Context: an optimization exercise on an open-source flow, tuned for small area. The choices shown serve that exercise and are no tape-out recipe.
The RTL was checked by simulation tests, not by an equivalence proof against the original design.
Power figures rest on the tool's default switching activity, not on a simulated workload.

===== design.v =====
module pixel_compositor (
    input  logic        Clk,
    input  logic        Reset,
    input  logic        frame_start,
    input  logic        de,
    input  logic [9:0]  DrawX,
    input  logic [9:0]  DrawY,
    input  logic [9:0]  X,
    input  logic [9:0]  Y,
    input  logic [9:0]  size,
    input  logic [7:0]  x_vec,
    input  logic [7:0]  y_vec,
    input  logic        map_en,
    input  logic        wall_on,
    input  logic [11:0] wall_color,
    input  logic [11:0] memdata,
    output logic [3:0]  Red,
    output logic [3:0]  Green,
    output logic [3:0]  Blue,
    output logic        out_valid,
    output logic        dots_ready
);
    logic [9:0] x_lat, y_lat, s_lat;
    logic [7:0] xv_lat, yv_lat;
    logic       par_ok;
    logic [9:0] x_dot, y_dot;
    logic [7:0] xv_dot, yv_dot;
    logic       dot_ok;
    logic [3:0] cnt;
    logic       rdy;
    always_ff @(posedge Clk) begin
        if (frame_start) begin
            x_lat <= X; y_lat <= Y; s_lat <= size; xv_lat <= x_vec; yv_lat <= y_vec;
        end
        if (cnt == 4'd10 && !frame_start) begin
            x_dot <= x_lat; y_dot <= y_lat; xv_dot <= xv_lat; yv_dot <= yv_lat;
        end
    end
    always_ff @(posedge Clk) begin
        if (Reset) begin
            cnt <= '0; rdy <= 1'b0; par_ok <= 1'b0; dot_ok <= 1'b0;
        end else if (frame_start) begin
            cnt <= 4'd1; rdy <= 1'b0; par_ok <= 1'b1;
        end else if (cnt == 4'd10) begin
            cnt <= '0; rdy <= 1'b1; dot_ok <= 1'b1;
        end else if (cnt != 4'd0) begin
            cnt <= cnt + 4'd1;
        end
    end
    logic [8:0] hx, hy;
    logic       dot_hit;
    dot_axis u_dx (.d(DrawX[7:0]), .p(x_dot), .a(xv_dot), .hit(hx));
    dot_axis u_dy (.d(DrawY[7:0]), .p(y_dot), .a(yv_dot), .hit(hy));
        assign dot_hit = dot_ok ? |(hx & hy) : (DrawX[7:0] == 8'd0 && DrawY[7:0] == 8'd0);
    logic signed [10:0] ddx, ddy;
    logic               player_hit;
    sub4 u_sx (.d(DrawX[7:0]), .p(x_lat), .r(ddx));
    sub4 u_sy (.d(DrawY[7:0]), .p(y_lat), .r(ddy));
    logic disc_in;
    disc_le u_disc (.dx(ddx), .dy(ddy), .s(s_lat), .le(disc_in));
        assign player_hit = par_ok && disc_in;
    logic above, below, in_map;
    logic signed [9:0] col_w;
    assign col_w = $signed({1'b0, DrawY[9:1]}) - 10'sd120;
    assign above = col_w[9] && !memdata[7] && (memdata[6:0] <= ~col_w[6:0]);
    assign below = !col_w[9] && ({2'b0, memdata[7:0]} < ({1'b0, col_w[8:0]} + {9'd0, DrawY[0]}));
    assign in_map = map_en && (DrawX <= 10'd160) && (DrawY <= 10'd120);
    logic [11:0] rgb1, rgb2;
    logic        v1, v2;
    logic [11:0] col;
    always_comb begin
        if (in_map) begin
            if (dot_hit)         col = 12'hFFF;
            else if (player_hit) col = 12'hF70;
            else if (wall_on)    col = wall_color;
            else                 col = 12'h004;
        end else begin
            if (above)           col = 12'h337;
            else if (below)      col = 12'h733;
            else                 col = {3{memdata[11:8]}};
        end
    end
    always_ff @(posedge Clk) begin
        if (Reset) begin
            rgb1 <= '0; v1 <= 1'b0; rgb2 <= '0; v2 <= 1'b0;
        end else begin
            rgb1 <= de ? col : 12'h000;
            v1   <= de;
            rgb2 <= rgb1;
            v2   <= v1;
        end
    end
    assign {Red, Green, Blue} = rgb2;
    assign out_valid  = v2;
    assign dots_ready = rdy;
endmodule
module disc_le (input logic [10:0] dx, input logic [10:0] dy, input logic [9:0] s, output logic le);
    wire n0 = ~(dx[0] & dx[1]);
    wire n1 = ~(dx[0] & dx[2]);
    wire n2 = ~(dx[0] & dx[3]);
    wire n3 = ~(dx[0] & dx[4]);
    wire n4 = ~(dx[0] & dx[5]);
    wire n5 = ~(dx[0] & dx[6]);
    wire n6 = ~(dx[0] & dx[7]);
    wire n7 = ~(dx[0] & dx[8]);
    wire n8 = ~(dx[0] & dx[9]);
    wire n9 = ~(dx[0] & dx[10]);
    wire n10 = ~(dx[1] & dx[2]);
    wire n11 = ~(dx[1] & dx[3]);
    wire n12 = ~(dx[1] & dx[4]);
    wire n13 = ~(dx[1] & dx[5]);
    wire n14 = ~(dx[1] & dx[6]);
    wire n15 = ~(dx[1] & dx[7]);
    wire n16 = ~(dx[1] & dx[8]);
    wire n17 = ~(dx[1] & dx[9]);
    wire n18 = ~(dx[1] & dx[10]);
    wire n19 = ~(dx[2] & dx[3]);
    wire n20 = ~(dx[2] & dx[4]);
    wire n21 = ~(dx[2] & dx[5]);
    wire n22 = ~(dx[2] & dx[6]);
    wire n23 = ~(dx[2] & dx[7]);
    wire n24 = ~(dx[2] & dx[8]);
    wire n25 = ~(dx[2] & dx[9]);
    wire n26 = ~(dx[2] & dx[10]);
    wire n27 = ~(dx[3] & dx[4]);
    wire n28 = ~(dx[3] & dx[5]);
    wire n29 = ~(dx[3] & dx[6]);
    wire n30 = ~(dx[3] & dx[7]);
    wire n31 = ~(dx[3] & dx[8]);
    wire n32 = ~(dx[3] & dx[9]);
    wire n33 = ~(dx[3] & dx[10]);
    wire n34 = ~(dx[4] & dx[5]);
    wire n35 = ~(dx[4] & dx[6]);
    wire n36 = ~(dx[4] & dx[7]);
    wire n37 = ~(dx[4] & dx[8]);
    wire n38 = ~(dx[4] & dx[9]);
    wire n39 = ~(dx[4] & dx[10]);
    wire n40 = ~(dx[5] & dx[6]);
    wire n41 = ~(dx[5] & dx[7]);
    wire n42 = ~(dx[5] & dx[8]);
    wire n43 = ~(dx[5] & dx[9]);
    wire n44 = ~(dx[5] & dx[10]);
    wire n45 = ~(dx[6] & dx[7]);
    wire n46 = ~(dx[6] & dx[8]);
    wire n47 = ~(dx[6] & dx[9]);
    wire n48 = ~(dx[6] & dx[10]);
    wire n49 = ~(dx[7] & dx[8]);
    wire n50 = ~(dx[7] & dx[9]);
    wire n51 = ~(dx[7] & dx[10]);
    wire n52 = ~(dx[8] & dx[9]);
    wire n53 = ~(dx[8] & dx[10]);
    wire n54 = ~(dx[9] & dx[10]);
    wire n55 = ~(dy[0] & dy[1]);
    wire n56 = ~(dy[0] & dy[2]);
    wire n57 = ~(dy[0] & dy[3]);
    wire n58 = ~(dy[0] & dy[4]);
    wire n59 = ~(dy[0] & dy[5]);
    wire n60 = ~(dy[0] & dy[6]);
    wire n61 = ~(dy[0] & dy[7]);
    wire n62 = ~(dy[0] & dy[8]);
    wire n63 = ~(dy[0] & dy[9]);
    wire n64 = ~(dy[0] & dy[10]);
    wire n65 = ~(dy[1] & dy[2]);
    wire n66 = ~(dy[1] & dy[3]);
    wire n67 = ~(dy[1] & dy[4]);
    wire n68 = ~(dy[1] & dy[5]);
    wire n69 = ~(dy[1] & dy[6]);
    wire n70 = ~(dy[1] & dy[7]);
    wire n71 = ~(dy[1] & dy[8]);
    wire n72 = ~(dy[1] & dy[9]);
    wire n73 = ~(dy[1] & dy[10]);
    wire n74 = ~(dy[2] & dy[3]);
    wire n75 = ~(dy[2] & dy[4]);
    wire n76 = ~(dy[2] & dy[5]);
    wire n77 = ~(dy[2] & dy[6]);
    wire n78 = ~(dy[2] & dy[7]);
    wire n79 = ~(dy[2] & dy[8]);
    wire n80 = ~(dy[2] & dy[9]);
    wire n81 = ~(dy[2] & dy[10]);
    wire n82 = ~(dy[3] & dy[4]);
    wire n83 = ~(dy[3] & dy[5]);
    wire n84 = ~(dy[3] & dy[6]);
    wire n85 = ~(dy[3] & dy[7]);
    wire n86 = ~(dy[3] & dy[8]);
    wire n87 = ~(dy[3] & dy[9]);
    wire n88 = ~(dy[3] & dy[10]);
    wire n89 = ~(dy[4] & dy[5]);
    wire n90 = ~(dy[4] & dy[6]);
    wire n91 = ~(dy[4] & dy[7]);
    wire n92 = ~(dy[4] & dy[8]);
    wire n93 = ~(dy[4] & dy[9]);
    wire n94 = ~(dy[4] & dy[10]);
    wire n95 = ~(dy[5] & dy[6]);
    wire n96 = ~(dy[5] & dy[7]);
    wire n97 = ~(dy[5] & dy[8]);
    wire n98 = ~(dy[5] & dy[9]);
    wire n99 = ~(dy[5] & dy[10]);
    wire n100 = ~(dy[6] & dy[7]);
    wire n101 = ~(dy[6] & dy[8]);
    wire n102 = ~(dy[6] & dy[9]);
    wire n103 = ~(dy[6] & dy[10]);
    wire n104 = ~(dy[7] & dy[8]);
    wire n105 = ~(dy[7] & dy[9]);
    wire n106 = ~(dy[7] & dy[10]);
    wire n107 = ~(dy[8] & dy[9]);
    wire n108 = ~(dy[8] & dy[10]);
    wire n109 = ~(dy[9] & dy[10]);
    wire n110 = ~(s[0] & s[1]);
    wire n111 = ~(s[0] & s[2]);
    wire n112 = ~(s[0] & s[3]);
    wire n113 = ~(s[0] & s[4]);
    wire n114 = ~(s[0] & s[5]);
    wire n115 = ~(s[0] & s[6]);
    wire n116 = ~(s[0] & s[7]);
    wire n117 = ~(s[0] & s[8]);
    wire n118 = ~(s[0] & s[9]);
    wire n119 = ~(s[1] & s[2]);
    wire n120 = ~(s[1] & s[3]);
    wire n121 = ~(s[1] & s[4]);
    wire n122 = ~(s[1] & s[5]);
    wire n123 = ~(s[1] & s[6]);
    wire n124 = ~(s[1] & s[7]);
    wire n125 = ~(s[1] & s[8]);
    wire n126 = ~(s[1] & s[9]);
    wire n127 = ~(s[2] & s[3]);
    wire n128 = ~(s[2] & s[4]);
    wire n129 = ~(s[2] & s[5]);
    wire n130 = ~(s[2] & s[6]);
    wire n131 = ~(s[2] & s[7]);
    wire n132 = ~(s[2] & s[8]);
    wire n133 = ~(s[2] & s[9]);
    wire n134 = ~(s[3] & s[4]);
    wire n135 = ~(s[3] & s[5]);
    wire n136 = ~(s[3] & s[6]);
    wire n137 = ~(s[3] & s[7]);
    wire n138 = ~(s[3] & s[8]);
    wire n139 = ~(s[3] & s[9]);
    wire n140 = ~(s[4] & s[5]);
    wire n141 = ~(s[4] & s[6]);
    wire n142 = ~(s[4] & s[7]);
    wire n143 = ~(s[4] & s[8]);
    wire n144 = ~(s[4] & s[9]);
    wire n145 = ~(s[5] & s[6]);
    wire n146 = ~(s[5] & s[7]);
    wire n147 = ~(s[5] & s[8]);
    wire n148 = ~(s[5] & s[9]);
    wire n149 = ~(s[6] & s[7]);
    wire n150 = ~(s[6] & s[8]);
    wire n151 = ~(s[6] & s[9]);
    wire n152 = ~(s[7] & s[8]);
    wire n153 = ~(s[7] & s[9]);
    wire n154 = ~(s[8] & s[9]);
    wire n155, n156;
    fa_cell u_n155 (.a(dx[4]), .b(dy[4]), .c(n116), .s(n155), .co(n156));
    wire n157, n158;
    ha_cell u_n157 (.a(n123), .b(n129), .s(n157), .co(n158));
    wire n159, n160;
    fa_cell u_n159 (.a(n117), .b(n124), .c(n130), .s(n159), .co(n160));
    wire n161, n162;
    fa_cell u_n161 (.a(dx[5]), .b(dy[5]), .c(n118), .s(n161), .co(n162));
    wire n163, n164;
    fa_cell u_n163 (.a(n125), .b(n131), .c(n136), .s(n163), .co(n164));
    wire n165, n166;
    fa_cell u_n165 (.a(n8), .b(n16), .c(n23), .s(n165), .co(n166));
    wire n167, n168;
    ha_cell u_n167 (.a(n140), .b(1'b1), .s(n167), .co(n168));
    wire n169, n170;
    fa_cell u_n169 (.a(n9), .b(n64), .c(n126), .s(n169), .co(n170));
    wire n171, n172;
    fa_cell u_n171 (.a(n132), .b(n137), .c(n141), .s(n171), .co(n172));
    wire n173 = n17 ^ n24;
    wire n174 = ~(n17 | n24);
    wire n175, n176;
    fa_cell u_n175 (.a(dx[6]), .b(n18), .c(dy[6]), .s(n175), .co(n176));
    wire n177, n178;
    fa_cell u_n177 (.a(n73), .b(n133), .c(n138), .s(n177), .co(n178));
    wire n179, n180;
    fa_cell u_n179 (.a(n142), .b(n145), .c(1'b1), .s(n179), .co(n180));
    wire n181, n182;
    fa_cell u_n181 (.a(n25), .b(n31), .c(n36), .s(n181), .co(n182));
    wire n183, n184;
    fa_cell u_n183 (.a(n26), .b(n81), .c(n139), .s(n183), .co(n184));
    wire n185, n186;
    fa_cell u_n185 (.a(dx[7]), .b(n33), .c(dy[7]), .s(n185), .co(n186));
    wire n187, n188;
    ha_cell u_n187 (.a(dx[2]), .b(dy[2]), .s(n187), .co(n188));
    wire n189, n190;
    fa_cell u_n189 (.a(dx[3]), .b(dy[3]), .c(n114), .s(n189), .co(n190));
    wire n191, n192;
    fa_cell u_n191 (.a(n121), .b(n127), .c(1'b1), .s(n191), .co(n192));
    wire n193, n194;
    fa_cell u_n193 (.a(n115), .b(n122), .c(n128), .s(n193), .co(n194));
    wire n195 = n5 ^ n13;
    wire n196 = ~(n5 | n13);
    wire n197, n198;
    fa_cell u_n197 (.a(n155), .b(n157), .c(n134), .s(n197), .co(n198));
    wire n199, n200;
    fa_cell u_n199 (.a(n6), .b(n14), .c(n21), .s(n199), .co(n200));
    wire n201, n202;
    fa_cell u_n201 (.a(n27), .b(n61), .c(n69), .s(n201), .co(n202));
    wire n203, n204;
    fa_cell u_n203 (.a(n156), .b(n158), .c(n159), .s(n203), .co(n204));
    wire n205, n206;
    fa_cell u_n205 (.a(n7), .b(n15), .c(n22), .s(n205), .co(n206));
    wire n207, n208;
    fa_cell u_n207 (.a(n28), .b(n62), .c(n70), .s(n207), .co(n208));
    wire n209, n210;
    ha_cell u_n209 (.a(n135), .b(1'b1), .s(n209), .co(n210));
    wire n211, n212;
    fa_cell u_n211 (.a(n160), .b(n161), .c(n163), .s(n211), .co(n212));
    wire n213, n214;
    fa_cell u_n213 (.a(n165), .b(n29), .c(n34), .s(n213), .co(n214));
    wire n215, n216;
    fa_cell u_n215 (.a(n63), .b(n71), .c(n78), .s(n215), .co(n216));
    wire n217, n218;
    fa_cell u_n217 (.a(n84), .b(n89), .c(s[5]), .s(n217), .co(n218));
    wire n219, n220;
    fa_cell u_n219 (.a(n162), .b(n164), .c(n168), .s(n219), .co(n220));
    wire n221, n222;
    fa_cell u_n221 (.a(n169), .b(n171), .c(n173), .s(n221), .co(n222));
    wire n223, n224;
    fa_cell u_n223 (.a(n166), .b(n30), .c(n35), .s(n223), .co(n224));
    wire n225, n226;
    fa_cell u_n225 (.a(n72), .b(n79), .c(n85), .s(n225), .co(n226));
    wire n227, n228;
    fa_cell u_n227 (.a(n170), .b(n172), .c(n174), .s(n227), .co(n228));
    wire n229, n230;
    fa_cell u_n229 (.a(n175), .b(n177), .c(n179), .s(n229), .co(n230));
    wire n231, n232;
    fa_cell u_n231 (.a(n181), .b(n40), .c(n80), .s(n231), .co(n232));
    wire n233, n234;
    fa_cell u_n233 (.a(n86), .b(n91), .c(n95), .s(n233), .co(n234));
    wire n235, n236;
    fa_cell u_n235 (.a(n176), .b(n178), .c(n180), .s(n235), .co(n236));
    wire n237, n238;
    fa_cell u_n237 (.a(n183), .b(n143), .c(n146), .s(n237), .co(n238));
    wire n239, n240;
    fa_cell u_n239 (.a(n182), .b(n32), .c(n37), .s(n239), .co(n240));
    wire n241, n242;
    fa_cell u_n241 (.a(n41), .b(n87), .c(n92), .s(n241), .co(n242));
    wire n243, n244;
    fa_cell u_n243 (.a(n184), .b(n185), .c(n88), .s(n243), .co(n244));
    wire n245, n246;
    fa_cell u_n245 (.a(n144), .b(n147), .c(n149), .s(n245), .co(n246));
    wire n247, n248;
    fa_cell u_n247 (.a(n38), .b(n42), .c(n45), .s(n247), .co(n248));
    wire n249, n250;
    fa_cell u_n249 (.a(n93), .b(n97), .c(n100), .s(n249), .co(n250));
    wire n251, n252;
    fa_cell u_n251 (.a(n186), .b(n39), .c(n94), .s(n251), .co(n252));
    wire n253, n254;
    fa_cell u_n253 (.a(n43), .b(n46), .c(n98), .s(n253), .co(n254));
    wire n255, n256;
    fa_cell u_n255 (.a(dx[8]), .b(n44), .c(dy[8]), .s(n255), .co(n256));
    wire n257, n258;
    fa_cell u_n257 (.a(n99), .b(n151), .c(n152), .s(n257), .co(n258));
    wire n259, n260;
    ha_cell u_n259 (.a(dx[1]), .b(dy[1]), .s(n259), .co(n260));
    wire n261, n262;
    fa_cell u_n261 (.a(n187), .b(n112), .c(n119), .s(n261), .co(n262));
    wire n263 = n2 ^ n10;
    wire n264 = ~(n2 | n10);
    wire n265, n266;
    fa_cell u_n265 (.a(n188), .b(n113), .c(n120), .s(n265), .co(n266));
    wire n267, n268;
    fa_cell u_n267 (.a(n3), .b(n11), .c(n58), .s(n267), .co(n268));
    wire n269, n270;
    fa_cell u_n269 (.a(n4), .b(n12), .c(n19), .s(n269), .co(n270));
    wire n271, n272;
    fa_cell u_n271 (.a(n59), .b(n67), .c(n74), .s(n271), .co(n272));
    wire n273, n274;
    ha_cell u_n273 (.a(n189), .b(n191), .s(n273), .co(n274));
    wire n275, n276;
    fa_cell u_n275 (.a(n190), .b(n192), .c(n193), .s(n275), .co(n276));
    wire n277, n278;
    fa_cell u_n277 (.a(n20), .b(n60), .c(n68), .s(n277), .co(n278));
    wire n279 = ~n75;
    wire n280, n281;
    fa_cell u_n280 (.a(n195), .b(1'b1), .c(n279), .s(n280), .co(n281));
    wire n282, n283;
    fa_cell u_n282 (.a(n194), .b(n196), .c(n197), .s(n282), .co(n283));
    wire n284, n285;
    fa_cell u_n284 (.a(n199), .b(n201), .c(n76), .s(n284), .co(n285));
    wire n286 = ~1'b1;
    wire n287, n288;
    fa_cell u_n287 (.a(n82), .b(s[4]), .c(n286), .s(n287), .co(n288));
    wire n289, n290;
    fa_cell u_n289 (.a(n198), .b(n203), .c(n209), .s(n289), .co(n290));
    wire n291, n292;
    fa_cell u_n291 (.a(n200), .b(n202), .c(n205), .s(n291), .co(n292));
    wire n293, n294;
    fa_cell u_n293 (.a(n207), .b(n77), .c(n83), .s(n293), .co(n294));
    wire n295, n296;
    fa_cell u_n295 (.a(n204), .b(n210), .c(n211), .s(n295), .co(n296));
    wire n297, n298;
    fa_cell u_n297 (.a(n206), .b(n208), .c(n213), .s(n297), .co(n298));
    wire n299 = ~n167;
    wire n300, n301;
    fa_cell u_n300 (.a(n215), .b(n217), .c(n299), .s(n300), .co(n301));
    wire n302, n303;
    fa_cell u_n302 (.a(n212), .b(n219), .c(n221), .s(n302), .co(n303));
    wire n304, n305;
    fa_cell u_n304 (.a(n214), .b(n216), .c(n218), .s(n304), .co(n305));
    wire n306, n307;
    fa_cell u_n306 (.a(n223), .b(n225), .c(n90), .s(n306), .co(n307));
    wire n308, n309;
    fa_cell u_n308 (.a(n220), .b(n222), .c(n227), .s(n308), .co(n309));
    wire n310, n311;
    fa_cell u_n310 (.a(n224), .b(n226), .c(n231), .s(n310), .co(n311));
    wire n312 = ~n229;
    wire n313, n314;
    fa_cell u_n313 (.a(n233), .b(s[6]), .c(n312), .s(n313), .co(n314));
    wire n315, n316;
    fa_cell u_n315 (.a(n228), .b(n230), .c(n235), .s(n315), .co(n316));
    wire n317, n318;
    fa_cell u_n317 (.a(n232), .b(n234), .c(n239), .s(n317), .co(n318));
    wire n319 = ~n237;
    wire n320, n321;
    fa_cell u_n320 (.a(n241), .b(n96), .c(n319), .s(n320), .co(n321));
    wire n322, n323;
    fa_cell u_n322 (.a(n236), .b(n238), .c(n243), .s(n322), .co(n323));
    wire n324, n325;
    fa_cell u_n324 (.a(n240), .b(n242), .c(n247), .s(n324), .co(n325));
    wire n326 = ~n245;
    wire n327, n328;
    fa_cell u_n327 (.a(n249), .b(s[7]), .c(n326), .s(n327), .co(n328));
    wire n329, n330;
    fa_cell u_n329 (.a(n244), .b(n246), .c(n251), .s(n329), .co(n330));
    wire n331, n332;
    fa_cell u_n331 (.a(n248), .b(n250), .c(n253), .s(n331), .co(n332));
    wire n333 = ~n101;
    wire n334, n335;
    fa_cell u_n334 (.a(n148), .b(n150), .c(n333), .s(n334), .co(n335));
    wire n336, n337;
    fa_cell u_n336 (.a(n252), .b(n255), .c(n257), .s(n336), .co(n337));
    wire n338, n339;
    fa_cell u_n338 (.a(n254), .b(n47), .c(n49), .s(n338), .co(n339));
    wire n340, n341;
    fa_cell u_n340 (.a(n102), .b(n104), .c(s[8]), .s(n340), .co(n341));
    wire n342, n343;
    fa_cell u_n342 (.a(n256), .b(n258), .c(n48), .s(n342), .co(n343));
    wire n344 = ~n50;
    wire n345, n346;
    fa_cell u_n345 (.a(n103), .b(n153), .c(n344), .s(n345), .co(n346));
    wire n347, n348;
    fa_cell u_n347 (.a(dx[9]), .b(n51), .c(dy[9]), .s(n347), .co(n348));
    wire n349, n350;
    fa_cell u_n349 (.a(n52), .b(n107), .c(s[9]), .s(n349), .co(n350));
    wire n351, n352;
    fa_cell u_n351 (.a(n259), .b(n110), .c(1'b1), .s(n351), .co(n352));
    wire n353, n354;
    fa_cell u_n353 (.a(n260), .b(n111), .c(1'b1), .s(n353), .co(n354));
    wire n355, n356;
    fa_cell u_n355 (.a(n261), .b(n263), .c(1'b1), .s(n355), .co(n356));
    wire n357 = n57 ^ n65;
    wire n358 = ~(n57 | n65);
    wire n359, n360;
    fa_cell u_n359 (.a(n262), .b(n264), .c(n265), .s(n359), .co(n360));
    wire n361 = ~1'b1;
    wire n362, n363;
    fa_cell u_n362 (.a(n267), .b(n66), .c(n361), .s(n362), .co(n363));
    wire n364, n365;
    fa_cell u_n364 (.a(n268), .b(n269), .c(n271), .s(n364), .co(n365));
    wire n366 = ~s[3];
    wire n367, n368;
    fa_cell u_n367 (.a(n266), .b(n273), .c(n366), .s(n367), .co(n368));
    wire n369, n370;
    fa_cell u_n369 (.a(n274), .b(n275), .c(n280), .s(n369), .co(n370));
    wire n371, n372;
    fa_cell u_n371 (.a(n270), .b(n272), .c(n277), .s(n371), .co(n372));
    wire n373, n374;
    fa_cell u_n373 (.a(n276), .b(n281), .c(n282), .s(n373), .co(n374));
    wire n375, n376;
    fa_cell u_n375 (.a(n278), .b(n284), .c(n287), .s(n375), .co(n376));
    wire n377, n378;
    fa_cell u_n377 (.a(n285), .b(n288), .c(n291), .s(n377), .co(n378));
    wire n379 = ~n293;
    wire n380, n381;
    fa_cell u_n380 (.a(n283), .b(n289), .c(n379), .s(n380), .co(n381));
    wire n382, n383;
    fa_cell u_n382 (.a(n292), .b(n294), .c(n297), .s(n382), .co(n383));
    wire n384 = ~n300;
    wire n385, n386;
    fa_cell u_n385 (.a(n290), .b(n295), .c(n384), .s(n385), .co(n386));
    wire n387, n388;
    fa_cell u_n387 (.a(n298), .b(n301), .c(n304), .s(n387), .co(n388));
    wire n389 = ~n306;
    wire n390, n391;
    fa_cell u_n390 (.a(n296), .b(n302), .c(n389), .s(n390), .co(n391));
    wire n392, n393;
    fa_cell u_n392 (.a(n305), .b(n307), .c(n310), .s(n392), .co(n393));
    wire n394 = ~n313;
    wire n395, n396;
    fa_cell u_n395 (.a(n303), .b(n308), .c(n394), .s(n395), .co(n396));
    wire n397, n398;
    fa_cell u_n397 (.a(n311), .b(n314), .c(n317), .s(n397), .co(n398));
    wire n399 = ~n320;
    wire n400, n401;
    fa_cell u_n400 (.a(n309), .b(n315), .c(n399), .s(n400), .co(n401));
    wire n402, n403;
    fa_cell u_n402 (.a(n318), .b(n321), .c(n324), .s(n402), .co(n403));
    wire n404 = ~n327;
    wire n405, n406;
    fa_cell u_n405 (.a(n316), .b(n322), .c(n404), .s(n405), .co(n406));
    wire n407, n408;
    fa_cell u_n407 (.a(n323), .b(n329), .c(n334), .s(n407), .co(n408));
    wire n409, n410;
    fa_cell u_n409 (.a(n325), .b(n328), .c(n331), .s(n409), .co(n410));
    wire n411, n412;
    fa_cell u_n411 (.a(n330), .b(n335), .c(n336), .s(n411), .co(n412));
    wire n413, n414;
    fa_cell u_n413 (.a(n332), .b(n338), .c(n340), .s(n413), .co(n414));
    wire n415, n416;
    fa_cell u_n415 (.a(n337), .b(n342), .c(n345), .s(n415), .co(n416));
    wire n417, n418;
    fa_cell u_n417 (.a(n339), .b(n341), .c(n105), .s(n417), .co(n418));
    wire n419, n420;
    fa_cell u_n419 (.a(n343), .b(n346), .c(n347), .s(n419), .co(n420));
    wire n421 = ~n349;
    wire n422, n423;
    fa_cell u_n422 (.a(n106), .b(n154), .c(n421), .s(n422), .co(n423));
    wire n424, n425;
    fa_cell u_n424 (.a(n348), .b(n53), .c(n108), .s(n424), .co(n425));
    wire n426, n427;
    fa_cell u_n426 (.a(dx[10]), .b(n54), .c(dy[10]), .s(n426), .co(n427));
    wire n428 = n0 ^ n55;
    wire n429 = ~(n0 | n55);
    wire n430 = ~n1;
    wire n431, n432;
    fa_cell u_n431 (.a(n352), .b(n353), .c(n430), .s(n431), .co(n432));
    wire n433, n434;
    fa_cell u_n433 (.a(n354), .b(n355), .c(n357), .s(n433), .co(n434));
    wire n435, n436;
    fa_cell u_n435 (.a(n356), .b(n358), .c(n359), .s(n435), .co(n436));
    wire n437 = ~n363;
    wire n438, n439;
    fa_cell u_n438 (.a(n360), .b(n367), .c(n437), .s(n438), .co(n439));
    wire n440 = ~n365;
    wire n441, n442;
    fa_cell u_n441 (.a(n368), .b(n369), .c(n440), .s(n441), .co(n442));
    wire n443 = ~n372;
    wire n444, n445;
    fa_cell u_n444 (.a(n370), .b(n373), .c(n443), .s(n444), .co(n445));
    wire n446 = ~n376;
    wire n447, n448;
    fa_cell u_n447 (.a(n374), .b(n380), .c(n446), .s(n447), .co(n448));
    wire n449 = ~n378;
    wire n450, n451;
    fa_cell u_n450 (.a(n381), .b(n385), .c(n449), .s(n450), .co(n451));
    wire n452 = ~n383;
    wire n453, n454;
    fa_cell u_n453 (.a(n386), .b(n390), .c(n452), .s(n453), .co(n454));
    wire n455 = ~n388;
    wire n456, n457;
    fa_cell u_n456 (.a(n391), .b(n395), .c(n455), .s(n456), .co(n457));
    wire n458 = ~n393;
    wire n459, n460;
    fa_cell u_n459 (.a(n396), .b(n400), .c(n458), .s(n459), .co(n460));
    wire n461 = ~n398;
    wire n462, n463;
    fa_cell u_n462 (.a(n401), .b(n405), .c(n461), .s(n462), .co(n463));
    wire n464 = ~n403;
    wire n465, n466;
    fa_cell u_n465 (.a(n406), .b(n407), .c(n464), .s(n465), .co(n466));
    wire n467 = ~n410;
    wire n468, n469;
    fa_cell u_n468 (.a(n408), .b(n411), .c(n467), .s(n468), .co(n469));
    wire n470 = ~n414;
    wire n471, n472;
    fa_cell u_n471 (.a(n412), .b(n415), .c(n470), .s(n471), .co(n472));
    wire n473, n474;
    fa_cell u_n473 (.a(n416), .b(n419), .c(n422), .s(n473), .co(n474));
    wire n475, n476;
    fa_cell u_n475 (.a(n420), .b(n423), .c(n424), .s(n475), .co(n476));
    wire n477, n478;
    fa_cell u_n477 (.a(n425), .b(n426), .c(n109), .s(n477), .co(n478));
    wire n479, n480;
    ha_cell u_n479 (.a(dx[0]), .b(dy[0]), .s(n479), .co(n480));
    wire n481, n482;
    ha_cell u_n481 (.a(n428), .b(n351), .s(n481), .co(n482));
    wire n483 = ~n56;
    wire n484, n485;
    fa_cell u_n484 (.a(n429), .b(n431), .c(n483), .s(n484), .co(n485));
    wire n486 = ~s[2];
    wire n487, n488;
    fa_cell u_n487 (.a(n432), .b(n433), .c(n486), .s(n487), .co(n488));
    wire n489 = ~n362;
    wire n490, n491;
    fa_cell u_n490 (.a(n434), .b(n435), .c(n489), .s(n490), .co(n491));
    wire n492 = ~n364;
    wire n493, n494;
    fa_cell u_n493 (.a(n436), .b(n438), .c(n492), .s(n493), .co(n494));
    wire n495 = ~n371;
    wire n496, n497;
    fa_cell u_n496 (.a(n439), .b(n441), .c(n495), .s(n496), .co(n497));
    wire n498 = ~n375;
    wire n499, n500;
    fa_cell u_n499 (.a(n442), .b(n444), .c(n498), .s(n499), .co(n500));
    wire n501 = ~n377;
    wire n502, n503;
    fa_cell u_n502 (.a(n445), .b(n447), .c(n501), .s(n502), .co(n503));
    wire n504 = ~n382;
    wire n505, n506;
    fa_cell u_n505 (.a(n448), .b(n450), .c(n504), .s(n505), .co(n506));
    wire n507 = ~n387;
    wire n508, n509;
    fa_cell u_n508 (.a(n451), .b(n453), .c(n507), .s(n508), .co(n509));
    wire n510 = ~n392;
    wire n511, n512;
    fa_cell u_n511 (.a(n454), .b(n456), .c(n510), .s(n511), .co(n512));
    wire n513 = ~n397;
    wire n514, n515;
    fa_cell u_n514 (.a(n457), .b(n459), .c(n513), .s(n514), .co(n515));
    wire n516 = ~n402;
    wire n517, n518;
    fa_cell u_n517 (.a(n460), .b(n462), .c(n516), .s(n517), .co(n518));
    wire n519 = ~n409;
    wire n520, n521;
    fa_cell u_n520 (.a(n463), .b(n465), .c(n519), .s(n520), .co(n521));
    wire n522 = ~n413;
    wire n523, n524;
    fa_cell u_n523 (.a(n466), .b(n468), .c(n522), .s(n523), .co(n524));
    wire n525 = ~n417;
    wire n526, n527;
    fa_cell u_n526 (.a(n469), .b(n471), .c(n525), .s(n526), .co(n527));
    wire n528 = ~n418;
    wire n529, n530;
    fa_cell u_n529 (.a(n472), .b(n473), .c(n528), .s(n529), .co(n530));
    wire n531 = ~n350;
    wire n532, n533;
    fa_cell u_n532 (.a(n474), .b(n475), .c(n531), .s(n532), .co(n533));
    wire n534, n535;
    fa_cell u_n534 (.a(n476), .b(n477), .c(1'b1), .s(n534), .co(n535));
    wire n536, n537;
    fa_cell u_n536 (.a(n478), .b(n427), .c(1'b1), .s(n536), .co(n537));
    wire n538 = n479 & ~s[0];
    wire n539 = (n480 & 1'b1) | (n480 & n538) | (1'b1 & n538);
    wire n540 = (n481 & ~s[1]) | (n481 & n539) | (~s[1] & n539);
    wire n541 = (n482 & n484) | (n482 & n540) | (n484 & n540);
    wire n542 = (n485 & n487) | (n485 & n541) | (n487 & n541);
    wire n543 = (n488 & n490) | (n488 & n542) | (n490 & n542);
    wire n544 = (n491 & n493) | (n491 & n543) | (n493 & n543);
    wire n545 = (n494 & n496) | (n494 & n544) | (n496 & n544);
    wire n546 = (n497 & n499) | (n497 & n545) | (n499 & n545);
    wire n547 = (n500 & n502) | (n500 & n546) | (n502 & n546);
    wire n548 = (n503 & n505) | (n503 & n547) | (n505 & n547);
    wire n549 = (n506 & n508) | (n506 & n548) | (n508 & n548);
    wire n550 = (n509 & n511) | (n509 & n549) | (n511 & n549);
    wire n551 = (n512 & n514) | (n512 & n550) | (n514 & n550);
    wire n552 = (n515 & n517) | (n515 & n551) | (n517 & n551);
    wire n553 = (n518 & n520) | (n518 & n552) | (n520 & n552);
    wire n554 = (n521 & n523) | (n521 & n553) | (n523 & n553);
    wire n555 = (n524 & n526) | (n524 & n554) | (n526 & n554);
    wire n556 = (n527 & n529) | (n527 & n555) | (n529 & n555);
    wire n557 = (n530 & n532) | (n530 & n556) | (n532 & n556);
    wire n558 = (n533 & n534) | (n533 & n557) | (n534 & n557);
    wire n559 = (n535 & n536) | (n535 & n558) | (n536 & n558);
    wire n560 = (n537 ^ n559);
    assign le = n560;
endmodule
module fa_cell (input logic a, input logic b, input logic c, output logic s, output logic co);
    assign s  = a ^ b ^ c;
    assign co = (a & b) | (a & c) | (b & c);
endmodule
module ha_cell (input logic a, input logic b, output logic s, output logic co);
    assign s  = a ^ b;
    assign co = a & b;
endmodule
module dot_axis (
    input  logic [7:0] d,
    input  logic [9:0] p,
    input  logic [7:0] a,
    output logic [8:0] hit
);
    logic [10:0] m3, m5, m7;
    logic [8:2]  c3;
    logic [9:3]  c5, c7;
    ha_cell h3 (.a(a[1]), .b(a[0]), .s(m3[1]), .co(c3[2]));
    for (genvar i = 2; i <= 7; i++) begin : g3
        fa_cell f (.a(a[i]), .b(a[i-1]), .c(c3[i]), .s(m3[i]), .co(c3[i+1]));
    end
    assign m3[0]     = a[0];
    assign m3[8]     = c3[8];
    assign m3[10:9]  = {2{a[7]}};
    ha_cell h5 (.a(a[2]), .b(a[0]), .s(m5[2]), .co(c5[3]));
    for (genvar i = 3; i <= 8; i++) begin : g5
        fa_cell f (.a(a[(i <= 7) ? i : 7]), .b(a[i-2]), .c(c5[i]), .s(m5[i]), .co(c5[i+1]));
    end
    assign m5[1:0] = a[1:0];
    assign m5[9]   = c5[9];
    assign m5[10]  = a[7];
    ha_cell h7 (.a(m3[2]), .b(a[0]), .s(m7[2]), .co(c7[3]));
    for (genvar i = 3; i <= 8; i++) begin : g7
        fa_cell f (.a(m3[i]), .b(a[i-2]), .c(c7[i]), .s(m7[i]), .co(c7[i+1]));
    end
    assign m7[1:0] = m3[1:0];
    assign m7[9]   = c7[9];
    assign m7[10]  = a[7];
    logic [5:0] h [9];
    logic [1:0] l [9];
    assign h[0] = 6'd0;                         assign l[0] = 2'd0;
    assign h[1] = {{4{a[7]}}, a[6:5]};          assign l[1] = a[4:3];
    assign h[2] = {{3{a[7]}}, a[6:4]};          assign l[2] = a[3:2];
    assign h[3] = m3[10:5];                     assign l[3] = m3[4:3];
    assign h[4] = {{2{a[7]}}, a[6:3]};          assign l[4] = a[2:1];
    assign h[5] = m5[10:5];                     assign l[5] = m5[4:3];
    assign h[6] = m3[9:4];                      assign l[6] = m3[3:2];
    assign h[7] = m7[10:5];                     assign l[7] = m7[4:3];
    assign h[8] = a[7:2];                       assign l[8] = a[1:0];
    logic [8:0] z;
    logic [8:1] cz;
    logic [7:0] nph;
    assign nph = ~p[9:2];
    assign z[0]  = d[0] ^ p[2];
    assign cz[1] = d[0] | nph[0];
    for (genvar i = 1; i <= 7; i++) begin : gz
        fa_cell f (.a(d[i]), .b(nph[i]), .c(cz[i]), .s(z[i]), .co(cz[i+1]));
    end
    assign z[8] = ~cz[8];
    logic       in0, in1;
    logic [5:0] w, wm;
    assign w   = z[5:0];
    assign wm  = w - 6'd1;
    assign in0 = (z[8:5] == 4'b0000) || (z[8:5] == 4'b1111);
    assign in1 = (z[8:5] == 4'b0000) || ((z[8:5] == 4'b1111) && (z[4:0] != 5'd0)) || (z == 9'd32);
    for (genvar k = 0; k < 9; k++) begin : gk
        logic [2:0] sk;
        logic       ak, bk;
        assign sk = {1'b0, l[k]} + {1'b0, p[1:0]};
        assign ak = (sk == 3'd3) || (sk == 3'd4) || (sk == 3'd5);
        assign bk = (sk == 3'd0) || (sk == 3'd1);
        assign hit[k] = (ak && in1 && (h[k] == wm)) || (bk && in0 && (h[k] == w));
    end
endmodule
module sub4 (
    input  logic [7:0]  d,
    input  logic [9:0]  p,
    output logic [10:0] r
);
    logic [10:2] c;
    logic [9:2]  np;
    assign np   = ~p[9:2];
    assign r[0] = p[0];
    assign r[1] = p[1] ^ p[0];
    assign c[2] = ~(p[1] | p[0]);
    for (genvar i = 2; i <= 9; i++) begin : g
        fa_cell f (.a(d[i-2]), .b(np[i]), .c(c[i]), .s(r[i]), .co(c[i+1]));
    end
    assign r[10] = ~c[10];
endmodule

===== flow/run.sh =====
#!/bin/bash
set -e
export BUFFER_PORTS_ARGS="-buffer_cell sky130_fd_sc_hd__buf_1"
bash standard.sh > standard_flow.log 2>&1

===== standard.sh =====
#!/bin/bash
# synth_recipe.tcl (not shown) runs the flow's synth.tcl, then flattens the netlist and writes it again
# the make line also repeats each setting of config.mk as NAME=value (left out here)
make -C /OpenROAD-flow-scripts/flow DESIGN_CONFIG=/design/flow/config.mk WORK_HOME=/design/flow/orfs CLKGATE_MAP_FILE= SYNTH_SCRIPT=/design/flow/synth_recipe.tcl "${@:-finish}"

===== config.mk =====
export PLATFORM = sky130hd
export DESIGN_NAME = pixel_compositor
export DESIGN_NICKNAME = pixel_compositor
export VERILOG_FILES = /design/flow/design.v
export SDC_FILE = /design/flow/constraint.sdc
export NUM_CORES = 4
export LEC_CHECK = 0
export CAP_MARGIN = 20
export CORE_MARGIN = 2
export CORE_UTILIZATION = 70
export SLEW_MARGIN = 20
export SYNTH_HIERARCHICAL = 1

===== constraint.sdc =====
create_clock -name core_clock -period 12.0 [get_ports {Clk}]
set_input_delay 2.4000 -clock core_clock [delete_from_list [all_inputs] [get_ports {Clk}]]
set_output_delay 2.4000 -clock core_clock [all_outputs]
set_load 0.01 [all_outputs]

==> key figures, run 1 <==
Critical path
  – Critical path type: input pin to register
  – Crit path from: DrawY[0]
  – Crit Path Max Fanout: 11
  – Cell repeated most along the worst path: fa_1
  – Max incr delay on CP: 0.58 ns
  – CP Launch Type: input pin
  – Cells on worst reg2reg path: 31
  – Slowest cell on crit path: fa_1
  – CP Data Arrival Time: 11.42 ns
  – RR Startpoint: y_lat[0]
  – Worst setup EP type: register
  – Worst Path Required: 12.32 ns

Synthesis
  – Cells after synthesis: 1,298
  – Ys async rst share: 0%
  – Yosys top cell by area: fa_1
  – Seq/Total Area, Yosys: 22.7%
  – Top-area cell type share of the netlist area: about a third
  – Synth Area per Inst: 10.6 µm²
  – Area contributors post-synth: fa_1 34%, edfxtp_1 18%, ha_1 5.8%
  – Post-synth EDFFs: 82
  – Ys flop type: edfxtp_1
  – Most common cell in the synthesized netlist: fa_1
  – Unique cell type count in the Yosys netlist: 77
  – Post-synth top cells: 237 x fa_1, 194 x nand2_1, 138 x inv_1
  – Synth Cell Area: about 14,000 µm²
  – #FFs+latches synth: 115
  – Warnings from Yosys: 10

Status
  – Status: complete, no violations

Floorplan
  – Core area: about 19,000 µm²
  – Initial core utilization: a little under three quarters
  – Die W: 144 µm
  – Die height: between 100 and 150 µm
  – Die Area: 20,800 µm²
  – IO Pins: 110
  – # rows: 51

Power and ir drop
  – Combinational Power Share: 76.9%
  – Net Switching: about 2.0 mW
  – Leak pwr: 5.91 nW
  – Net Sw Frac: about half
  – Internal power: 2.19 mW
  – Maximum resistive drop on vdd: approximately 1 mV
  – Sequential Power Share: around 11%
  – Clock share of power: around an eighth
  – Power Density: 283 nW/µm²

Job
  – Max Cap Viol: 0

Drt
  – Routed WL: 31,800 µm
  – Drt wl/cell: 19.3 µm
  – Initial DRC count: 691
  – Via count: 9,737
  – Drt first pass iters: 5
  – Vias per cell: 5.89
  – Antenna Violating Nets Remaining: 0
  – Drt drc: 0

Clock tree
  – Clk Latency, worst-skew pair: 0.43 ns
  – # Post-CTS Setup Buffers: 0
  – CTS tree: done
  – CTS Root Cell: clkbuf_16
  – Hold-fix buffers at CTS: 0
  – Post-CTS resize count: 0
  – H-tree levels: 4
  – CTS Buf Count: 17
  – CTS max path bufs: 2
  – Clock transition at path regs: about 0.070 ns
  – # clock sinks: 115

GRT
  – Vias in the first global route: 10,100
  – Initial antenna violation count: 0
  – Grt ovf: 0
  – Gr usage total: 32.6%
  – Global-route wire length before repair: 51,200 µm
  – Largest net degree at the start of global routing: 51

Timing
  – Max Slew Vio Count: 0
  – Slew @ Worst Pin: roughly 0.96 ns
  – Slew margin rel.: a little over a third
  – Fin crit share: between 90% and 100%
  – Fmax: 90.1 MHz
  – Final min period: 11.09 ns
  – Setup TNS after final layout: 0 ns
  – Clock skew: between 0.01 and 0.015 ns
  – Final count of hold timing violations: 0
  – Setup violations, final: 0
  – RSZ-0062 raised after global routing: false

Place
  – Gp weighted congestion: 0.947
  – Dpl cell area: 14,300 µm²
  – Port Buffers: around 110
  – Placed wire-length estimate: 24,200 µm
  – Placed Cells: about 1,600

Cells and area
  – Final Cell Area: 14,900 µm²
  – Multi-input gate area: 9880 µm²
  – Share of layout cells above drive strength 1: 5.48%
  – Register Area: 3120 µm²
  – Final non-filler cell total: 1,652
  – Ant diodes: 0
  – Fillers: 1,363
  – Area Growth Syn to Fin: 8.26%
  – Nets: ~1,800

Worst hold path
  – Worst hold stages: 0
  – Hold path start: yv_lat[7]
  – HP Class: register to register
modules after synthesis, one instance, submodules excluded:
module,flip-flops and latches,cells inside
disc_le,0,283
dot_axis,0,219
fa_cell,0,1
ha_cell,0,1
pixel_compositor,115,316
sub4,0,13
final timing paths:
kind               endpoint  slack, ns
hold reg to reg   yv_dot[7]       0.40
hold / removal    yv_dot[7]       0.40
setup / recovery   rgb1[10]       0.91
setup reg to reg   rgb1[10]       1.95
metrics by stage:
| stage | utilization (%) | power (mW) | setup WS (ns) | hold slack, ns |
|---|---|---|---|---|
| after detailed placement | 73.7 | 3.63 | 0.502 | 0.405 |
| after floorplan | - | 2.97 | 1.23 | 0.400 |
| after CTS | 76.7 | 4.20 | 0.927 | 0.400 |
| final | 76.9 | 4.22 | 0.906 | 0.402 |
| after global placement | 73.7 | 3.52 | 0.733 | 0.404 |
| after global routing | 76.9 | 4.61 | 0.506 | 0.409 |
cells by family (layout without fill, tap and decap cells):
kind of cell | after synthesis | after routing | share of synthesized area, %
AND/OR/NAND/NOR | 401 | 401 | 14.5
adder cells (fa/ha/maj) | 302 | 302 | 40.3
buffers and inverters | 206 | 285 | 5.94
XOR/XNOR | 133 | 133 | 8.57
AO/OA/AOI/OAI | 120 | 120 | 6.54
flip-flops | 115 | 115 | 22.7
multiplexers | 19 | 19 | 1.41
other | 2 | 12 | 0.0545
area by class of cell:
| type | instances | area share, % |
|---|---|---|
| Tap cell | 265 | 2.22 |
| Multi-Input combinational cell | 987 | 66.2 |
| Clock buffer | 17 | 2.85 |
| Timing Repair Buffer | 115 | 3.19 |
| Inverter | 138 | 3.47 |
| Clock inverter | 15 | 1.07 |
| Sequential cell | 115 | 20.9 |
power by group through the flow:
stage	clock network, mW	logic (mW)	registers, mW
final	0.509	3.25	0.464
after global routing	0.532	3.61	0.466
after CTS	0.515	3.22	0.464
after detailed placement	0	3.16	0.472
after global placement	0	3.05	0.472
after floorplan	0	2.52	0.459
state kept, by name, indices dropped and copies added, names as in the netlist:
register,cells
x_dot,10
xv_dot,8
rgb1,12
v1,1
xv_lat,8
x_lat,10
v2,1
y_dot,10
s_lat,10
cnt,4
par_ok,1
dot_ok,1
rgb2,12
yv_lat,8
y_lat,10
yv_dot,8
rdy,1
per-layer routing:
layer	share of wire (%)	vias up	track usage [%]
li1	-	4416	-
met1	40	4854	42.8
met3	6.5	78	5.30
met2	50	389	55.5
met5	0	-	0
met4	3.1	0	12.0
placed cells by master, fill, tap and decap left out, types with 7 or more instances in the layout:
master,Yosys,final
nor2_1,34,33
xor2_1,53,53
nor2b_1,23,23
xnor2_1,78,78
mux2i_1,16,16
and2_1,16,16
nor3_1,18,18
buf_1,6,108
o21ai_0,21,21
nand4_1,8,8
edfxtp_1,82,82
conb_1,2,12
nor4_1,23,23
clkbuf_16,0,17
nand2_1,194,194
dfxtp_1,33,33
inv_1,138,138
fa_1,237,237
a21oi_1,19,19
ha_1,64,64
and3_1,7,7
nand3_1,40,40
a22oi_1,8,8
a221oi_1,8,8
worst max-delay path: cells and delay by family:
kind	cells	cell delay [ns]
adder cells (fa/ha/maj)	14	6.24
AND/OR/NAND/NOR	5	0.77
AO/OA/AOI/OAI	7	1.43
buffers and inverters	4	0.58
==> inputs of run 2 (changes only) <==
--- a/config.mk
+++ b/config.mk
@@ -7,6 +7,7 @@
 export LEC_CHECK = 0
 export CAP_MARGIN = 20
 export CORE_MARGIN = 2
-export CORE_UTILIZATION = 70
+export CORE_UTILIZATION = 40
+export CTS_BUF_LIST = sky130_fd_sc_hd__clkbuf_8
 export SLEW_MARGIN = 20
 export SYNTH_HIERARCHICAL = 1
==> run 2 against run 1 <==
  * Power decreased by 2.7%
  * Setup slack gained 0.10 ns
  * Non-clock buffer count increased by 4
  * Combinational power rose by 1%
  * Fmax rose by 0.92%
  * Utilization fell by 33 points
  * Critical path depth fell by 1
  * Flip-flop and latch count unchanged
  * Critical path type unchanged
  * Critical endpoint unchanged
  * Highest routed layer is now met5
==> key figures, run 2 <==
Status
  – Status: complete, no violations (unchanged)

Place
  – Gp weighted congestion: 0.869 (was 0.947)
  – Placed wire-length estimate: 26,500 µm (was 24,200 µm)
  – Port Buffers: 109 (unchanged)

Drt
  – Drt drc: 0 (unchanged)
  – Vias per cell: 5.19 (was 5.89)
  – Routed WL: 33,900 µm (was 31,800 µm)
  – Antenna Violating Nets Remaining: 0 (unchanged)
  – Initial DRC count: 455 (was 691)
  – Drt first pass iters: 5 (unchanged)
  – Drt wl/cell: 18.5 µm (was 19.3 µm)
  – Via count: 9,538 (was 9,737)

Synthesis
  – Warnings from Yosys: 10 (unchanged)
  – Cells after synthesis: 1,298 (unchanged)
  – Unique cell type count in the Yosys netlist: 77 (unchanged)
  – Yosys top cell by area: fa_1 (unchanged)
  – #FFs+latches synth: 115 (unchanged)
  – Synth Area per Inst: 10.6 µm² (unchanged)
  – Synth Cell Area: 13,800 µm² (unchanged)
  – Top-area cell type share of the netlist area: 34.5% (unchanged)
  – Ys async rst share: 0% (unchanged)
  – Post-synth EDFFs: 82 (unchanged)
  – Area contributors post-synth: fa_1 34%, edfxtp_1 18%, ha_1 5.8% (unchanged)
  – Most common cell in the synthesized netlist: fa_1 (unchanged)
  – Post-synth top cells: 237 x fa_1, 194 x nand2_1, 138 x inv_1 (unchanged)
  – Seq/Total Area, Yosys: 22.7% (unchanged)
  – Ys flop type: edfxtp_1 (unchanged)

Timing
  – Slew @ Worst Pin: 0.949 ns (was 0.958 ns)
  – Setup TNS after final layout: 0 ns (unchanged)
  – Setup violations, final: 0 (unchanged)
  – Slew margin rel.: 36.7% (was 35.5%)
  – Fmax: 91.0 MHz (was 90.1 MHz)
  – Fin crit share: 91.6% (was 92.5%)
  – Max Slew Vio Count: 0 (unchanged)
  – RSZ-0062 raised after global routing: false (unchanged)
  – Clock skew: 0.0221 ns (was 0.0146 ns)
  – Final count of hold timing violations: 0 (unchanged)
  – Final min period: 10.99 ns (was 11.09 ns)

GRT
  – Vias in the first global route: 10,100 (about the same)
  – Gr usage total: 20.0% (was 32.6%)
  – Grt ovf: 0 (unchanged)
  – Initial antenna violation count: 2 (was 0)
  – Largest net degree at the start of global routing: 51 (unchanged)
  – Global-route wire length before repair: 55,300 µm (was 51,200 µm)

Worst hold path
  – Hold path start: yv_lat[3] (was yv_lat[7])
  – HP Class: register to register (unchanged)

Clock tree
  – Hold-fix buffers at CTS: 0 (unchanged)
  – CTS max path bufs: 2 (unchanged)
  – CTS Buf Count: 17 (unchanged)
  – # Post-CTS Setup Buffers: 0 (unchanged)
  – Clk Latency, worst-skew pair: 0.47 ns (was 0.43 ns)
  – H-tree levels: 4 (unchanged)
  – CTS Root Cell: clkbuf_8 (was clkbuf_16)
  – Clock transition at path regs: 0.08 ns (was 0.07 ns)
  – Post-CTS resize count: 0 (unchanged)
  – # clock sinks: 115 (unchanged)
  – CTS tree: done (unchanged)

Critical path
  – R2r setup slk: 2.06 ns (was 1.95 ns)
  – Critical path type: input pin to register (unchanged)
  – Crit Path Max Fanout: 11 (unchanged)
  – Max incr delay on CP: 0.61 ns (was 0.58 ns)
  – CP Data Arrival Time: 11.35 ns (was 11.42 ns)
  – Worst setup EP type: register (unchanged)
  – Crit path from: DrawX[0] (was DrawY[0])
  – RR Startpoint: x_lat[0] (was y_lat[0])
  – CP Launch Type: input pin (unchanged)
  – Cell repeated most along the worst path: fa_1 (unchanged)
  – Slowest cell on crit path: fa_1 (unchanged)
  – Worst Path Required: 12.36 ns (was 12.32 ns)

Cells and area
  – Most frequent cells in the layout: 237 x fa_1, 194 x nand2_1, 140 x inv_1 (was 237 x fa_1, 194 x nand2_1, 138 x inv_1)
  – Share of layout cells above drive strength 1: 5.61% (was 5.48%)
  – Area Growth Syn to Fin: 8.38% (was 8.26%)
  – Most common cell after layout, fill and taps aside: fa_1 (unchanged)
  – Biggest regs: rgb1 (12), rgb2 (12) (unchanged)
  – Nets: 1,775 (was 1,771)
  – Ant diodes: 0 (unchanged)

Power and ir drop
  – Leak pwr: 5.83 nW (was 5.91 nW)
  – Power Density: 275 nW/µm² (was 283 nW/µm²)
  – Maximum resistive drop on vdd: 0.555 mV (was 1.02 mV)
  – Final Power: 4.11 mW (was 4.22 mW)

Floorplan
  – Die W: 190 µm (was 144 µm)
  – Initial core utilization: 40.9% (was 71.0%)
  – Die height: 190 µm (was 144 µm)
  – Die Area: 35,900 µm² (was 20,800 µm²)
  – # rows: 67 (was 51)
  – IO Pins: 110 (unchanged)
  – Core area: 33,700 µm² (was 19,400 µm²)

Job
  – Max Cap Viol: 0 (unchanged)
==> run 2: cell counts after synthesis <==
Identical to the previous run, type by type.
==> run 2: cells by family after synthesis <==
group                    share of synthesized area (%)
XOR/XNOR                                          8.57
flip-flops                                        22.7
buffers and inverters                             5.94
AO/OA/AOI/OAI                                     6.54
other                                           0.0545
adder cells (fa/ha/maj)                           40.3
multiplexers                                      1.41
AND/OR/NAND/NOR                                   14.5
==> run 2: report_power, final <==
| part | switching, mW | internal (mW) |
|---|---|---|
| sequential | 0.0207 | 0.445 |
| combinational | 1.81 | 1.48 |
| clock | 0.191 | 0.165 |
| total | 2.02 | 2.09 |
==> run 2: area by class of cell <==
type | instances | area (µm²)
Clock buffer | 17 | 234
Multi-Input combinational cell | 987 | 9880
Clock inverter | 15 | 129
Fill cell | 3259 | 18800
Inverter | 138 | 518
Tap cell | 448 | 561
Timing Repair Buffer | 119 | 485
Sequential cell | 115 | 3120
==> run 2: path summary, 6_finish.rpt <==
path | endpoint | cells past startpoint
max | rgb1[10] | 29
min | yv_dot[3] | 0
max reg2reg | rgb1[10] | 30
min reg2reg | yv_dot[3] | 0
==> run 2: routing by layer <==
layer / global-route usage [%] / vias up / wire [µm] / part of all wire, %
met5: 0 / - / 25 / 0.074
li1: - / 4414 / - / -
met3: 2.90 / 60 / 1410 / 4.2
met4: 7.36 / 4 / 996 / 2.9
met2: 34.9 / 235 / 17500 / 51
met1: 25.3 / 4825 / 14000 / 41
==> run 2: critical path: cells and delay by family <==
kind | cells | cell delay, ns
AOI/OAI and AO/OA | 7 | 1.43
adders and majority gates | 14 | 6.44
buffers and inverters | 3 | 0.36
and+or+nand+nor | 5 | 0.70
==> run 2: per-module statistics from Yosys (local to each module, per instance) <==
module	cells inside	times used
pixel_compositor	316	1
dot_axis	219	2
disc_le	283	1
sub4	13	2
fa_cell	1	221
ha_cell	1	14
==> run 2: stage by stage <==
| stage | setup slack [ns] | instance area, µm² | util (%) | hold WS (ns) | cells |
|---|---|---|---|---|---|
| after global routing | 0.569 | 14900 | 44.3 | 0.426 | 1839 |
| after global placement | 0.769 | 14600 | 43.2 | 0.406 | 1807 |
| after detailed placement | 0.619 | 14600 | 43.2 | 0.407 | 1807 |
| after CTS | 1.06 | 14900 | 44.3 | 0.426 | 1839 |
| after floorplan | 1.23 | 13800 | - | 0.400 | 1308 |
| final | 1.01 | 14900 | 44.3 | 0.421 | 1839 |
==> inputs of run 3 (changes only) <==
--- a/config.mk
+++ b/config.mk
@@ -9,5 +9,7 @@
 export CORE_MARGIN = 2
 export CORE_UTILIZATION = 40
 export CTS_BUF_LIST = sky130_fd_sc_hd__clkbuf_8
+export CTS_CLUSTER_DIAMETER = 200
+export CTS_CLUSTER_SIZE = 30
 export SLEW_MARGIN = 20
 export SYNTH_HIERARCHICAL = 1
==> run 3 against run 2 <==
  * Global-route usage unchanged
  * Final area unchanged
  * Sequential share of layout area stayed put
  * Hold slack is the same
  * First-iteration DRC count did not move
  * Synthesized cell count unchanged
  * Utilization stayed put
  * Critical endpoint unchanged
  * Power unchanged
  * Highest routed layer unchanged
  * Setup slack unchanged
  * Clock-buffer cell count unchanged
  * Cell count did not move
  * Synthesized area did not move
==> key figures, run 3 <==
Status
  – Status: complete, no violations (unchanged)

Synthesis
  – Post-synth EDFFs: 82 (unchanged)
  – #FFs+latches synth: 115 (unchanged)
  – Synth Area per Inst: 10.6 µm² (unchanged)
  – Cells after synthesis: 1,298 (unchanged)
  – Synth Cell Area: 13,800 µm² (unchanged)
  – Most common cell in the synthesized netlist: fa_1 (unchanged)
  – Ys async rst share: 0% (unchanged)
  – Post-synth top cells: 237 x fa_1, 194 x nand2_1, 138 x inv_1 (unchanged)
  – Yosys top cell by area: fa_1 (unchanged)
  – Seq/Total Area, Yosys: 22.7% (unchanged)
  – Unique cell type count in the Yosys netlist: 77 (unchanged)
  – Top-area cell type share of the netlist area: 34.5% (unchanged)
  – Area contributors post-synth: fa_1 34%, edfxtp_1 18%, ha_1 5.8% (unchanged)
  – Warnings from Yosys: 10 (unchanged)
  – Ys flop type: edfxtp_1 (unchanged)

Clock tree
  – CTS tree: done (unchanged)
  – Clock transition at path regs: 0.08 ns (about the same)
  – H-tree levels: 4 (unchanged)
  – Clk Latency, worst-skew pair: 0.47 ns (about the same)
  – Hold-fix buffers at CTS: 0 (unchanged)
  – CTS Buf Count: 17 (unchanged)
  – # Post-CTS Setup Buffers: 0 (unchanged)
  – Post-CTS resize count: 0 (unchanged)
  – # clock sinks: 115 (unchanged)
  – CTS Root Cell: clkbuf_8 (unchanged)
  – CTS max path bufs: 2 (unchanged)

Cells and area
  – Final Cell Area: 14,900 µm² (unchanged)
  – Area Growth Syn to Fin: 8.38% (unchanged)
  – Most common cell after layout, fill and taps aside: fa_1 (unchanged)
  – Register Area: 3120 µm² (unchanged)
  – Share of layout cells above drive strength 1: 5.61% (unchanged)
  – Fillers: 3,259 (unchanged)
  – Most frequent cells in the layout: 237 x fa_1, 194 x nand2_1, 140 x inv_1 (unchanged)
  – Biggest regs: rgb1 (12), rgb2 (12) (unchanged)
  – Nets: 1,775 (unchanged)
  – Final non-filler cell total: 1,839 (unchanged)
  – Ant diodes: 0 (unchanged)
  – Multi-input gate area: 9880 µm² (unchanged)

GRT
  – Initial antenna violation count: 2 (unchanged)
  – Grt ovf: 0 (unchanged)
  – Global-route wire length before repair: 55,300 µm (unchanged)
  – Vias in the first global route: 10,100 (unchanged)
  – Gr usage total: 20.0% (unchanged)
  – Largest net degree at the start of global routing: 51 (unchanged)

Power and ir drop
  – Maximum resistive drop on vdd: 0.555 mV (unchanged)
  – Leak pwr: 5.83 nW (unchanged)
  – Power Density: 275 nW/µm² (unchanged)
  – Final Power: 4.11 mW (unchanged)

Place
  – Dpl cell area: 14,600 µm² (unchanged)
  – Port Buffers: 109 (unchanged)
  – Gp weighted congestion: 0.869 (unchanged)
  – Placed wire-length estimate: 26,500 µm (unchanged)
  – Placed Cells: 1,807 (unchanged)

Drt
  – Vias per cell: 5.19 (unchanged)
  – Routed WL: 33,900 µm (unchanged)
  – Drt wl/cell: 18.5 µm (unchanged)
  – Via count: 9,538 (unchanged)
  – Drt first pass iters: 5 (unchanged)
  – Antenna Violating Nets Remaining: 0 (unchanged)
  – Drt drc: 0 (unchanged)
  – Initial DRC count: 455 (unchanged)

Timing
  – Slew @ Worst Pin: 0.949 ns (unchanged)
  – Final count of hold timing violations: 0 (unchanged)
  – Setup violations, final: 0 (unchanged)
  – Clock skew: 0.0221 ns (unchanged)
  – Slew margin rel.: 36.7% (unchanged)
  – Max Slew Vio Count: 0 (unchanged)
  – Setup TNS after final layout: 0 ns (unchanged)
  – Fin crit share: 91.6% (unchanged)
  – RSZ-0062 raised after global routing: false (unchanged)
  – Fmax: 91.0 MHz (unchanged)
  – Final min period: 10.99 ns (unchanged)

Critical path
  – Cell repeated most along the worst path: fa_1 (unchanged)
  – Critical path type: input pin to register (unchanged)
  – Cells on worst reg2reg path: 30 (unchanged)
  – Max incr delay on CP: 0.61 ns (about the same)
  – Crit Path Max Fanout: 11 (unchanged)
  – CP Launch Type: input pin (unchanged)
  – Worst Path Required: 12.36 ns (about the same)
  – CP Data Arrival Time: 11.35 ns (about the same)
  – Worst setup EP type: register (unchanged)
  – CP top delay family: adder cells (unchanged)
  – WP buf/inv: 3 (unchanged)
  – Levels on crit path: 29 (unchanged)
  – Slowest cell on crit path: fa_1 (unchanged)

Floorplan
  – Die Area: 35,900 µm² (unchanged)
  – Core area: 33,700 µm² (unchanged)
  – Die height: 190 µm (unchanged)
  – # rows: 67 (unchanged)
  – IO Pins: 110 (unchanged)
  – Initial core utilization: 40.9% (unchanged)
  – Die W: 190 µm (unchanged)

Worst hold path
  – Worst hold stages: 0 (unchanged)
  – HP Class: register to register (unchanged)

Job
  – Max Cap Viol: 0 (unchanged)
-- run 3: cell counts after synthesis --
No cell type changed its count.
-- run 3: logic make-up after synthesis --
kind of cell | Yosys count | synth area share (%)
AND/OR/NAND/NOR | 401 | 14.5
adder cells (fa/ha/maj) | 302 | 40.3
buffers and inverters | 206 | 5.94
XOR/XNOR | 133 | 8.57
AO/OA/AOI/OAI | 120 | 6.54
flip-flops | 115 | 22.7
multiplexers | 19 | 1.41
other | 2 | 0.0545
-- run 3: per-module statistics from Yosys, one instance, submodules excluded --
| module | flip-flops and latches | cell area [µm²] | copies in the design | cells |
|---|---|---|---|---|
| pixel_compositor | 115 | 4460 | 1 | 316 |
| sub4 | 0 | 61.3 | 2 | 13 |
| fa_cell | 0 | 20.0 | 221 | 1 |
| disc_le | 0 | 1290 | 1 | 283 |
| ha_cell | 0 | 12.5 | 14 | 1 |
| dot_axis | 0 | 1650 | 2 | 219 |
-- run 3: path summary, 6_finish.rpt --
check,endpoint,startpoint,slack [ns]
worst max-delay path,rgb1[10],DrawX[0],1.01
worst min-delay path,yv_dot[3],yv_lat[3],0.42
worst max register to register,rgb1[10],x_lat[0],2.06
worst min register to register,yv_dot[3],yv_lat[3],0.42
-- run 3: area by class of cell --
type | count | share of cell area (%)
Clock buffer | 17 | 1.57
Clock inverter | 15 | 0.863
Inverter | 138 | 3.47
Multi-Input combinational cell | 987 | 66.2
Sequential cell | 115 | 20.9
Tap cell | 448 | 3.76
Timing Repair Buffer | 119 | 3.25
-- run 3: routing by layer --
metal	wire [µm]	part of all wire (%)	up-vias	global-route usage, %
met5	25	0.074	-	0
met1	14000	41	4825	25.3
met3	1410	4.2	60	2.90
met2	17500	51	235	34.9
li1	-	-	4414	-
met4	996	2.9	4	7.36
-- run 3: through the flow --
| stage | util, % | setup slack (ns) | hold slack [ns] |
|---|---|---|---|
| 2_1_floorplan | - | 1.23 | 0.400 |
| 3_3_place_gp | 43.2 | 0.769 | 0.406 |
| 3_5_place_dp | 43.2 | 0.619 | 0.407 |
| 4_1_cts | 44.3 | 1.06 | 0.426 |
| 5_1_grt | 44.3 | 0.569 | 0.426 |
| 6_report | 44.3 | 1.01 | 0.421 |
-- run 3: power breakdown --
part	switching [mW]	internal [mW]
clock	0.191	0.165
combinational	1.81	1.48
sequential	0.0207	0.445
-- run 3: worst register-to-register path: cells and delay by family, from the launching register on --
family	cells	cell delay (ns)
AO/OA/AOI/OAI	7	1.43
adder cells (fa/ha/maj)	15	6.63
buffers and inverters	3	0.34
flip-flops	1	0.73
AND/OR/NAND/NOR	5	0.70

[static timing again, ports no longer ideal]
The flow's constraints put no driver on any port. The routed layouts listed below were extracted and timed again, unchanged, in two steps.
Step 1 assumes that a clkbuf_16 drives the clock port and a buf_2 every other input.
Step 2 moves the port delays by t, midway between the first and last clock arrival at a register: inputs arrive t later, outputs are due t later. That takes back most of the time a late clock gives input paths.
a / b / c = no drivers / after step 1 / after step 2; a / b = the first two.
run	t (ns)	setup WS [ns]	worst register clock-pin slew, ns	worst slew at a driven data input, ns
run 1	0.471	0.906 / 0.922 / 0.451	0.07 / 0.07	0.05
run 2	0.510	1.007 / 1.024 / 0.514	0.09 / 0.09	0.07
run 3	0.510	1.007 / 1.024 / 0.514	0.09 / 0.09	0.07
After both steps every run listed still meets setup and hold.
